Context: an optimization exercise on an open-source flow, tuned for small area, a short achievable clock period and few clock cycles per item. The choices shown serve that exercise and are no tape-out recipe.
Only simulation tests tie the RTL to the original design; equivalence was not proved.
No activity file was given, so power comes from the tool's default toggle rates.

==> flow/design.v <==
`timescale 1ns / 1ps
package abc_pkg;
    typedef logic [31:0] t_word;
    localparam logic CFG_KEY  = 1'b0;
    localparam logic CFG_MODE = 1'b1;
    localparam t_word SEED_TWO_INIT = 32'hEEEE_EEEE;
    localparam logic [21:0] LCG_MOD = 22'h2A_AAAB;
    localparam logic [511:0] TAIL_TABLE_P3 = {
        32'h7303286F,  
        32'h6149809F,  
        32'h30930D05,  
        32'h99F82E07,  
        32'h83BDA8A0,  
        32'h0FB5560F,  
        32'h64821378,  
        32'h3B4E9FB6,  
        32'h8F931ABB,  
        32'h420B949C,  
        32'hC4101122,  
        32'hF32F1336,  
        32'h2F316025,  
        32'hBADCE7F8,  
        32'h3D750222,  
        32'hA7BF92D3   
    };
    function automatic logic [21:0] jump_table(input logic [5:0] k);
        case (k)
            6'd0: jump_table = 22'h13193A;
            6'd1: jump_table = 22'h175496;
            6'd2: jump_table = 22'h26F49B;
            6'd3: jump_table = 22'h229AFB;
            6'd4: jump_table = 22'h0B7F86;
            6'd5: jump_table = 22'h020B52;
            6'd6: jump_table = 22'h0E1D9E;
            6'd7: jump_table = 22'h0A9B76;
            6'd8: jump_table = 22'h29A223;
            6'd9: jump_table = 22'h1F8238;
            6'd10: jump_table = 22'h1EE79A;
            6'd11: jump_table = 22'h147BF9;
            6'd12: jump_table = 22'h0FC353;
            6'd13: jump_table = 22'h0FE85D;
            6'd14: jump_table = 22'h1125A5;
            6'd15: jump_table = 22'h1E23BD;
            6'd16: jump_table = 22'h15C040;
            6'd17: jump_table = 22'h1EAC2C;
            6'd18: jump_table = 22'h11CD7E;
            6'd19: jump_table = 22'h1975E9;
            6'd20: jump_table = 22'h09AF77;
            6'd21: jump_table = 22'h244F79;
            6'd22: jump_table = 22'h234F6F;
            6'd23: jump_table = 22'h222ADE;
            6'd24: jump_table = 22'h2A1909;
            6'd25: jump_table = 22'h2A3804;
            6'd26: jump_table = 22'h29DE9A;
            6'd27: jump_table = 22'h05382E;
            6'd28: jump_table = 22'h0F14E1;
            6'd29: jump_table = 22'h27136E;
            6'd30: jump_table = 22'h0CDE39;
            6'd31: jump_table = 22'h181316;
            6'd32: jump_table = 22'h25690B;
            6'd33: jump_table = 22'h0F8754;
            6'd34: jump_table = 22'h150719;
            6'd35: jump_table = 22'h0D4A6B;
            6'd36: jump_table = 22'h145E8C;
            6'd37: jump_table = 22'h070E89;
            6'd38: jump_table = 22'h289EEC;
            6'd39: jump_table = 22'h1EDA81;
            6'd40: jump_table = 22'h1C29DF;
            6'd41: jump_table = 22'h104EAC;
            6'd42: jump_table = 22'h09C7B0;
            6'd43: jump_table = 22'h06ED78;
            6'd44: jump_table = 22'h250A1B;
            6'd45: jump_table = 22'h106921;
            6'd46: jump_table = 22'h26C7A0;
            6'd47: jump_table = 22'h158496;
            6'd48: jump_table = 22'h269358;
            6'd49: jump_table = 22'h1001B8;
            6'd50: jump_table = 22'h0ED3E1;
            6'd51: jump_table = 22'h104F5E;
            6'd52: jump_table = 22'h0B1719;
            6'd53: jump_table = 22'h09BC83;
            6'd54: jump_table = 22'h1E369F;
            6'd55: jump_table = 22'h14E5DD;
            6'd56: jump_table = 22'h25EACF;
            6'd57: jump_table = 22'h1CFA70;
            6'd58: jump_table = 22'h0D16FD;
            6'd59: jump_table = 22'h258E6F;
            6'd60: jump_table = 22'h163977;
            6'd61: jump_table = 22'h089810;
            6'd62: jump_table = 22'h0B84A1;
            6'd63: jump_table = 22'h1AC406;
            default: jump_table = 22'h0;
        endcase
    endfunction
endpackage
`timescale 1ns / 1ps
module archive_block_cipher (
    input  logic        i_clk,
    input  logic        i_rst_n,
    input  logic        i_cfg_wr_en,
    input  logic        i_cfg_index,
    input  logic [31:0] i_cfg_data,
    input  logic        i_in_valid,
    output logic        o_in_stall,
    input  logic [31:0] i_data_word,
    input  logic        i_last,
    output logic        o_out_valid,
    input  logic        i_out_stall,
    output logic [31:0] o_result_word,
    output logic        o_last_out
);
    logic [31:0] r_key;
    logic        r_mode;
    logic        r_stall;
    logic        r_nstart;
    logic        r_out_v, r_out_l;
    logic [31:0] r_out_d;
    logic        r_os_v, r_os_l;
    logic [31:0] r_os_d;
    logic [31:0] r_s1;
    logic [31:0] r_tk;
    logic [31:0] r_tk1;
    logic        eng_busy_n;
    logic [31:0] r_a;
    logic [31:0] r_b;
    logic        proc, cont, out_free, os_v_n, key_wr;
    logic [31:0] s1_next, s1_nx;
    logic [31:0] tc;
    assign proc     = i_in_valid && !r_stall;
    assign cont     = proc && !i_last;
    assign out_free = !r_out_v || !i_out_stall;
    assign os_v_n   = !out_free && (r_os_v || proc);
    assign key_wr   = i_cfg_wr_en && (i_cfg_index == abc_pkg::CFG_KEY);
    always_ff @(posedge i_clk) begin
        if (!i_rst_n) begin
            r_key  <= '0;
            r_mode <= 1'b0;
        end else if (i_cfg_wr_en) begin
            if (i_cfg_index == abc_pkg::CFG_KEY) r_key  <= i_cfg_data;
            else                                 r_mode <= i_cfg_data[0];
        end
    end
    always_ff @(posedge i_clk) begin
        if (!i_rst_n) begin
            r_stall <= 1'b1;
        end else begin
            r_stall <= os_v_n || key_wr || eng_busy_n;
        end
    end
    assign o_in_stall = r_stall;
    assign s1_next = ((~r_s1 << 21) + 32'h1111_1111) | (r_s1 >> 11);
    always_comb begin
        if (cont)                 s1_nx = s1_next;
        else if (proc || r_nstart) s1_nx = r_key;
        else                      s1_nx = r_s1;
        tc = r_nstart ? r_tk1
                      : abc_pkg::TAIL_TABLE_P3[{r_s1[18:17], r_s1[14:13]} * 32 +: 32];
    end
    always_ff @(posedge i_clk) begin
        if (!i_rst_n) begin
            r_nstart <= 1'b1;
        end else if (proc) begin
            r_nstart <= i_last;
        end
    end
    always_ff @(posedge i_clk) begin
        r_s1 <= s1_nx;
    end
    localparam logic [2:0] E_IDLE = 3'd0, E_LOAD = 3'd1, E_STEP = 3'd2,
                           E_RHI  = 3'd3, E_SLO  = 3'd4, E_RLO  = 3'd5;
    localparam logic [25:0] E_BIAS = 26'h200_0007 + 26'h2 - 26'h3FF - 26'h80_0000 - 26'h100_0000;
    logic [2:0]  r_est;
    logic        r_eph;
    logic [5:0]  r_ecnt;
    logic [4:0]  r_rsel;
    logic [25:0] r_es;      
    logic [25:0] e_next;
    logic        e_run;
    logic [7:0]  e_idx;
    logic [8:0]  e_k;       
    logic [5:0]  e_j;       
    logic [2:0]  e_n;       
    logic [4:0]  e_h3;
    logic [25:0] e_o1, e_o2, e_o3, e_o4;
    logic [25:0] e_s1, e_c1, e_s3, e_c3, e_step;
    logic [25:0] e_km, e_sub, e_red;
    logic        e_borrow, e_last_red;
    assign e_idx = r_eph ? (8'h11 | r_key[18:11]) : r_key[7:0];
    assign e_k   = (e_idx == 8'd0) ? 9'd0 : {1'b0, e_idx} + 9'd3;
    assign e_j   = e_k[8] ? 6'd63 : e_k[7:2];
    assign e_n   = {e_k[8], e_k[1:0]};
    always_comb begin
        e_h3 = {2'b0, r_es[25:23]} + {1'b0, r_es[25:23], 1'b0} + E_BIAS[4:0];
        e_o1 = {3'b0, r_es[15:0], 2'b0, e_h3};
        e_o2 = {E_BIAS[25:10], ~r_es[25:16]};
        e_o3 = {3'b0, ~r_es[22:0]};
        e_o4 = {2'b0, ~r_es[22:0], 1'b1};
        e_s1 = e_o1 ^ e_o2 ^ e_o3;
        e_c1 = ((e_o1 & e_o2) | (e_o1 & e_o3) | (e_o2 & e_o3)) << 1;
        e_s3 = e_s1 ^ e_c1 ^ e_o4;
        e_c3 = ((e_s1 & e_c1) | (e_s1 & e_o4) | (e_c1 & e_o4)) << 1;
        e_step = e_s3 + e_c3;
        e_km = ({26{r_rsel[0]}} & ({4'b0, abc_pkg::LCG_MOD} << 4))
             | ({26{r_rsel[1]}} & ({4'b0, abc_pkg::LCG_MOD} << 3))
             | ({26{r_rsel[2]}} & ({4'b0, abc_pkg::LCG_MOD} << 2))
             | ({26{r_rsel[3]}} & ({4'b0, abc_pkg::LCG_MOD} << 1))
             | ({26{r_rsel[4]}} &  {4'b0, abc_pkg::LCG_MOD});
        {e_borrow, e_sub} = {1'b0, r_es} - {1'b0, e_km};
        e_red = e_borrow ? r_es : e_sub;
        e_last_red = r_rsel[4];
    end
    assign r_es  = r_os_d[25:0];
    assign e_run = (r_est != E_IDLE);
    always_comb begin
        case (r_est)
            E_LOAD:         e_next = {4'b0, abc_pkg::jump_table(e_j)};
            E_STEP, E_SLO:  e_next = e_step;
            default:        e_next = e_red;
        endcase
    end
    assign eng_busy_n = (r_est != E_IDLE) && !(r_est == E_RLO && e_last_red && r_eph);
    always_ff @(posedge i_clk) begin
        if (!i_rst_n || key_wr) begin
            r_est <= E_LOAD;
            r_eph <= 1'b0;
        end else begin
            case (r_est)
                E_LOAD: begin
                    r_ecnt <= (e_n == 3'd0) ? 6'd0 : {2'b0, e_n, 1'b0} + {e_n, 3'b0} - 6'd1;
                    r_est  <= (e_n == 3'd0) ? E_RHI : E_STEP;
                    r_rsel <= 5'b00001;
                end
                E_STEP: begin
                    r_ecnt <= r_ecnt - 6'd1;
                    if (r_ecnt == 6'd0) begin
                        r_ecnt <= 6'd0;
                        r_est  <= E_RHI;
                    end
                end
                E_RHI: begin
                    r_rsel <= {r_rsel[3:0], r_rsel[4]};
                    if (e_last_red) begin
                        r_est <= E_SLO;
                        if (r_eph) r_tk1[31:16] <= e_red[15:0];
                        else       r_tk[31:16]  <= e_red[15:0];
                    end
                end
                E_SLO: begin
                    r_est  <= E_RLO;
                end
                E_RLO: begin
                    r_rsel <= {r_rsel[3:0], r_rsel[4]};
                    if (e_last_red) begin
                        if (r_eph) r_tk1[15:0] <= e_red[15:0];
                        else       r_tk[15:0]  <= e_red[15:0];
                        r_eph <= 1'b1;
                        r_est <= r_eph ? E_IDLE : E_LOAD;
                    end
                end
                default: ;
            endcase
        end
    end
    logic [31:0] v_s, v_c, v;
    logic [31:0] res, p;
    logic [31:0] w1_s, w1_c, w2_s, w2_c, w3_s, w3_c, w;
    logic [31:0] a5, b5;
    always_comb begin
        v_s = r_s1 ^ r_a ^ r_b;
        v_c = ((r_s1 & r_a) | (r_s1 & r_b) | (r_a & r_b)) << 1;
        v   = v_s + v_c;
        res = i_data_word ^ v;
        p   = r_mode ? res : i_data_word;
        a5   = r_a << 5;
        b5   = {r_b[26:0], 3'b000, r_nstart, r_nstart};
        w1_s = r_a ^ r_b ^ a5;
        w1_c = ((r_a & r_b) | (r_a & a5) | (r_b & a5)) << 1;
        w2_s = w1_s ^ w1_c ^ b5;
        w2_c = ((w1_s & w1_c) | (w1_s & b5) | (w1_c & b5)) << 1;
        w3_s = w2_s ^ w2_c ^ tc;
        w3_c = ((w2_s & w2_c) | (w2_s & tc) | (w2_c & tc)) << 1;
        w    = w3_s + w3_c;
    end
    always_ff @(posedge i_clk) begin
        if (proc || r_nstart) begin
            r_a <= cont ? p : r_tk;
            r_b <= cont ? w : abc_pkg::SEED_TWO_INIT;
        end
    end
    always_ff @(posedge i_clk) begin
        if (!i_rst_n) begin
            r_out_v <= 1'b0;
            r_os_v  <= 1'b0;
        end else begin
            if (out_free) r_out_v <= r_os_v || proc;
            r_os_v <= os_v_n;
        end
    end
    always_ff @(posedge i_clk) begin
        if (out_free) begin
            r_out_d <= r_os_v ? r_os_d : res;
            r_out_l <= r_os_v ? r_os_l : i_last;
        end
        if (e_run) begin
            r_os_d[25:0] <= e_next;
        end else if (proc) begin
            r_os_d <= res;
        end
        if (proc) begin
            r_os_l <= i_last;
        end
    end
    assign o_out_valid   = r_out_v;
    assign o_result_word = r_out_d;
    assign o_last_out    = r_out_l;
endmodule
==> flow/flow/run.sh <==
#!/bin/bash
# Standard ORFS layout (the standard.sh), with timing repair asked to leave
# more setup slack than the default so that it works on paths under the period.
set -euo pipefail
export SETUP_SLACK_MARGIN=${MARGIN:-6.3}
bash standard.sh > flow_make.log 2>&1
==> flow/standard.sh <==
#!/bin/bash
# synth_recipe.tcl (not shown) runs the flow's synth.tcl, then flattens the netlist and writes it again
# the make line also repeats each setting of config.mk as NAME=value (left out here)
make -C /OpenROAD-flow-scripts/flow DESIGN_CONFIG=/design/flow/config.mk WORK_HOME=/design/flow/orfs CLKGATE_MAP_FILE= SYNTH_SCRIPT=/design/flow/synth_recipe.tcl "${@:-finish}"
==> flow/config.mk <==
export PLATFORM = sky130hd
export DESIGN_NAME = archive_block_cipher
export DESIGN_NICKNAME = archive_block_cipher
export VERILOG_FILES = /design/flow/design.v
export SDC_FILE = /design/flow/constraint.sdc
export NUM_CORES = 4
export LEC_CHECK = 0
export CAP_MARGIN = 20
export CORE_MARGIN = 2
export CORE_UTILIZATION = 30
export SLEW_MARGIN = 20
export SYNTH_MEMORY_MAX_BITS = 16384
==> flow/constraint.sdc <==
create_clock -name core_clock -period 11.0 [get_ports {i_clk}]
set_input_delay 2.2000 -clock core_clock [delete_from_list [all_inputs] [get_ports {i_clk}]]
set_output_delay 2.2000 -clock core_clock [all_outputs]
set_load 0.01 [all_outputs]
==> notes.md <==
[per-stage QoR]
| step | area (um^2) | std cells | power, W | worst slack, ns | utilization |
|---|---|---|---|---|---|
| 2_1_floorplan | 24800 | 2719 | 0.00535 | 6.39 | - |
| 4_1_cts | 28300 | 3874 | 0.00842 | 6.30 | 0.345 |
| 3_3_place_gp | 26900 | 3794 | 0.00692 | 5.73 | 0.328 |
| 5_1_grt | 28800 | 3898 | 0.00950 | 6.18 | 0.351 |
| 6_report | 28800 | 3898 | 0.00888 | 6.35 | 0.351 |
| 3_5_place_dp | 26900 | 3795 | 0.00691 | 5.63 | 0.329 |
[flip-flops by register name (all words and copies together), names as in the netlist]
signal	cells
r_a	32
r_b	32
r_key	32
r_os_d	32
r_out_d	32
r_s1	32
r_tk1	32
r_tk	32
r_ecnt	6
r_rsel	5
r_est	3
r_eph	1
r_mode	1
r_nstart	1
r_os_l	1
r_os_v	1
r_out_l	1
r_out_v	1
r_stall	1
[power by group through the flow]
stage	registers (W)	logic (W)	clock network, W
after floorplan	0.00156	0.00379	0
after global placement	0.00164	0.00528	0
after detailed placement	0.00164	0.00527	0
after CTS	0.00162	0.00559	0.00121
after global routing	0.00163	0.00663	0.00125
final	0.00161	0.00607	0.00119
[placed cells by master (no fill, tap or decap), types with 11 or more instances in the layout]
master,count
mux2_2,15
nand2b_1,31
xor2_1,57
o22ai_1,15
nand2_1,350
o221ai_1,11
xnor2_1,96
nor2b_1,15
and2_1,14
ha_1,151
buf_4,61
o21a_1,16
o21ai_1,15
o21bai_1,26
mux2i_1,36
dfxtp_1,38
clkdlybuf4s50_1,105
clkbuf_16,37
and3_1,17
a211oi_1,20
fa_1,145
a21boi_0,39
inv_1,255
a21oi_1,197
edfxtp_1,237
o21ai_0,166
nand3_1,39
nor3_1,39
nor2_1,177
a31oi_1,33
a21o_1,57
o211ai_1,22
a21oi_2,14
[area by class of cell]
| type | count | area (um^2) | share of cell area |
|---|---|---|---|
| multi-input combinational | 2043 | 15700 | 0.545 |
| sequential | 278 | 7950 | 0.276 |
| timing repair buffer | 175 | 1640 | 0.0570 |
| tap | 1070 | 1340 | 0.0465 |
| inverter | 269 | 1020 | 0.0355 |
| clock buffer | 49 | 990 | 0.0344 |
| clock inverter | 14 | 149 | 0.00517 |
[critical path, stage by stage, from the launching register on]
cell      delay, ns
edfxtp_1       0.45
ha_4           0.30
inv_2          0.03
ha_4           0.15
ha_4           0.26
inv_2          0.03
fa_1           0.46
fa_1           0.53
inv_2          0.05
ha_4           0.24
a211oi_2       0.24
nor3_1         0.08
o41a_1         0.37
a221oi_2       0.32
a31oi_1        0.15
o21ai_1        0.15
nand2b_1       0.10
xor2_1         0.16
a22oi_1        0.20
a21oi_1        0.09
[kinds of logic (layout without fill, tap and decap cells)]
kind of cell | after synthesis | in the layout | share of synthesized area
AND/OR/NAND/NOR | 752 | 753 | 0.134
XOR/XNOR | 154 | 154 | 0.0549
multiplexers | 55 | 55 | 0.0231
AO/OA/AOI/OAI | 767 | 767 | 0.201
adder cells (fa/ha/maj) | 314 | 314 | 0.203
flip-flops | 278 | 278 | 0.320
buffers and inverters | 399 | 507 | 0.0640
[metal layers]
metal  vias up  GRT usage
met5         -          0
met4         0     0.0890
met3       220     0.0276
met2       993      0.325
met1     10200      0.274
li1       9718          -
[how the worst max path moves through the flow]
stage,to,slack (ns),depth (start not counted),from
detailed placement,r_os_d[19],5.63,14,r_eph
finish,r_os_d[23],6.35,19,r_os_d[25]
floorplan,r_os_d[13],6.39,18,r_os_d[25]
global placement,r_b[31],5.73,17,r_nstart
CTS,r_b[31],6.30,20,r_s1[13]
global route,r_os_d[23],6.18,21,r_os_d[24]
[what timing repair did]
item,4_1_cts,5_1_grt
gates cloned,0,2
pin swaps,5,34
setup endpoints to repair,42,40
gates resized for setup,27,68
setup buffers,16,22
==> impl_metrics.env <==
export IMPL_cts_buffers=35
export IMPL_final_hold_viol_count=0
export IMPL_dr_total_vias=21200
export IMPL_yosys_warnings=1
export IMPL_p_seq_frac=0.182
export IMPL_clock_sinks=278
export IMPL_route_detailed_drc=0
export IMPL_die_w_um=292
export IMPL_place_gp_congestion=0.994
export IMPL_portBuffers=105
export IMPL_wl_met3_mm=6.67
export IMPL_dr_first_iter_drc_count=2431
export IMPL_wl_per_cell_um=22.7
export IMPL_grt_first_pass_wirelength_mm=130
export IMPL_swShare=0.471
export IMPL_hp_start="r_key[28]"
export IMPL_drt_total_wl_mm=88.7
export IMPL_synth_nets=3103
export IMPL_fill_cells=8490
export IMPL_pwr_density_cell_nw_per_um2=308
export IMPL_synth_common_cells="nand2_1 (351), inv_1 (266), edfxtp_1 (237)"
export IMPL_arrival_ns=4.93
export IMPL_clockBufferDepth=3
export IMPL_slew_viol_final=0
export IMPL_synthCells=2719
export IMPL_yosysSeqAreaShare=0.320
export IMPL_gr_total_overflow=0
export IMPL_path_clk_slew_ns=0.07
export IMPL_path_max_fanout=3
export IMPL_post_synth_top_area_fraction=0.287
export IMPL_reg2reg_from="r_os_d[25]"
export IMPL_drive_above_1_share=0.0941
export IMPL_p_switching_w=0.00418
export IMPL_period_minus_slack_ns=4.65
export IMPL_tns_ns=0
export IMPL_grt_pass1_vias=20200
export IMPL_status="no timing/DRC/antenna violations"
export IMPL_synthDominantAreaCellType="edfxtp_1"
export IMPL_rsz0062_at_grt="yes"
export IMPL_synth_cell_types=96
export IMPL_first_pass_iters=6
export IMPL_grtUsageTotal=0.203
export IMPL_async_flop_share=0
export IMPL_worstSetupPathType="flop to flop"
export IMPL_p_leak_nw=11.6
export IMPL_max_freq_mhz=215
export IMPL_antenna_cells=0
export IMPL_r2r_slack_ns=6.35
export IMPL_critPathCaptureType="flop"
export IMPL_initial_core_util=0.303
export IMPL_vias_per_cell=5.43
export IMPL_maxSlewHeadroom=0.275
export IMPL_chipHeight_um=292
export IMPL_row_count=105
export IMPL_dp_hpwl_mm=67.0
export IMPL_p_clk_frac=0.134
export IMPL_tightest_slew_ns=1.09
export IMPL_vdd_drop_max_v=0.000411
export IMPL_synth_most_common_cell="nand2_1"
export IMPL_synth_seq_cells=278
export IMPL_power_frac_comb=0.684
export IMPL_dr_wl_met2_mm=39.9
export IMPL_antenna_found_initial=1
export IMPL_syn2layout_area_growth_pct=15.9
export IMPL_cts_tree="built"
export IMPL_design_die_area_um2=85100
export IMPL_r2r_end="r_os_d[23]"
export IMPL_cp_start_kind="flop"
export IMPL_min_to="r_key[28]"
export IMPL_pin_count=106
export IMPL_hp_class="flop to flop"
export IMPL_synth_area_um2=24800
export IMPL_nets=3186
export IMPL_p_int_w=0.00469
export IMPL_synthFlopType="edfxtp_1"
export IMPL_hold_depth=2
export IMPL_synth_edf_count=237
export IMPL_period_share=0.423
export IMPL_r2r_cells=19
export IMPL_clk_latency_ns=0.57
export IMPL_cts_htree_levels=2
export IMPL_wl_met1_mm=37.5
export IMPL_hold_buffers=0
export IMPL_ant_nets=0
export IMPL_avgSynthCellArea_um2=9.13
export IMPL_cts_root_buf="clkbuf_16"
export IMPL_setup_viol=0
export IMPL_grt_start_max_net_pins=72
export IMPL_max_cap_violations=0
export IMPL_synth_area_leaders="edfxtp_1 (29%), fa_1 (12%), ha_1 (8.3%)"
export IMPL_hold_ws_ns=0.464
export IMPL_top_layer_used="met4"
export IMPL_critPathRequiredTime_ns=11.28
export IMPL_core_um2=82000
export IMPL_finalClockSkew_ns=0.0290
Testbench counts, summed over its fixed seeds: cycles 8,468, items 8,192.

-- re-timing with driven ports --
The results above use ideal ports. As a check the final layout listed here was re-extracted and re-timed, cells and wires unchanged. Step 1: set_driving_cell puts a clkbuf_16 on i_clk and a buf_2 on each other input, an assumption about the parent block. Step 2 also shifts input and output timing later by t, the mid clock arrival at the registers, as if the neighbouring blocks saw the same clock. Slacks: ideal ports / drivers / drivers and shift; pairs: ideal ports / drivers.
t (ns): 0.621
setup WS [ns]: 6.346 / 6.346 / 5.983
latest minus earliest clock arrival (ns): 0.029 / 0.029
worst slew at a driven data input, ns: 0.17
cell pins on the clock port's net: 1
After both steps setup and hold are still met in this run. For this run, drivers alone change the setup slack by 0.000 ns; drivers and shift together by -0.363 ns.
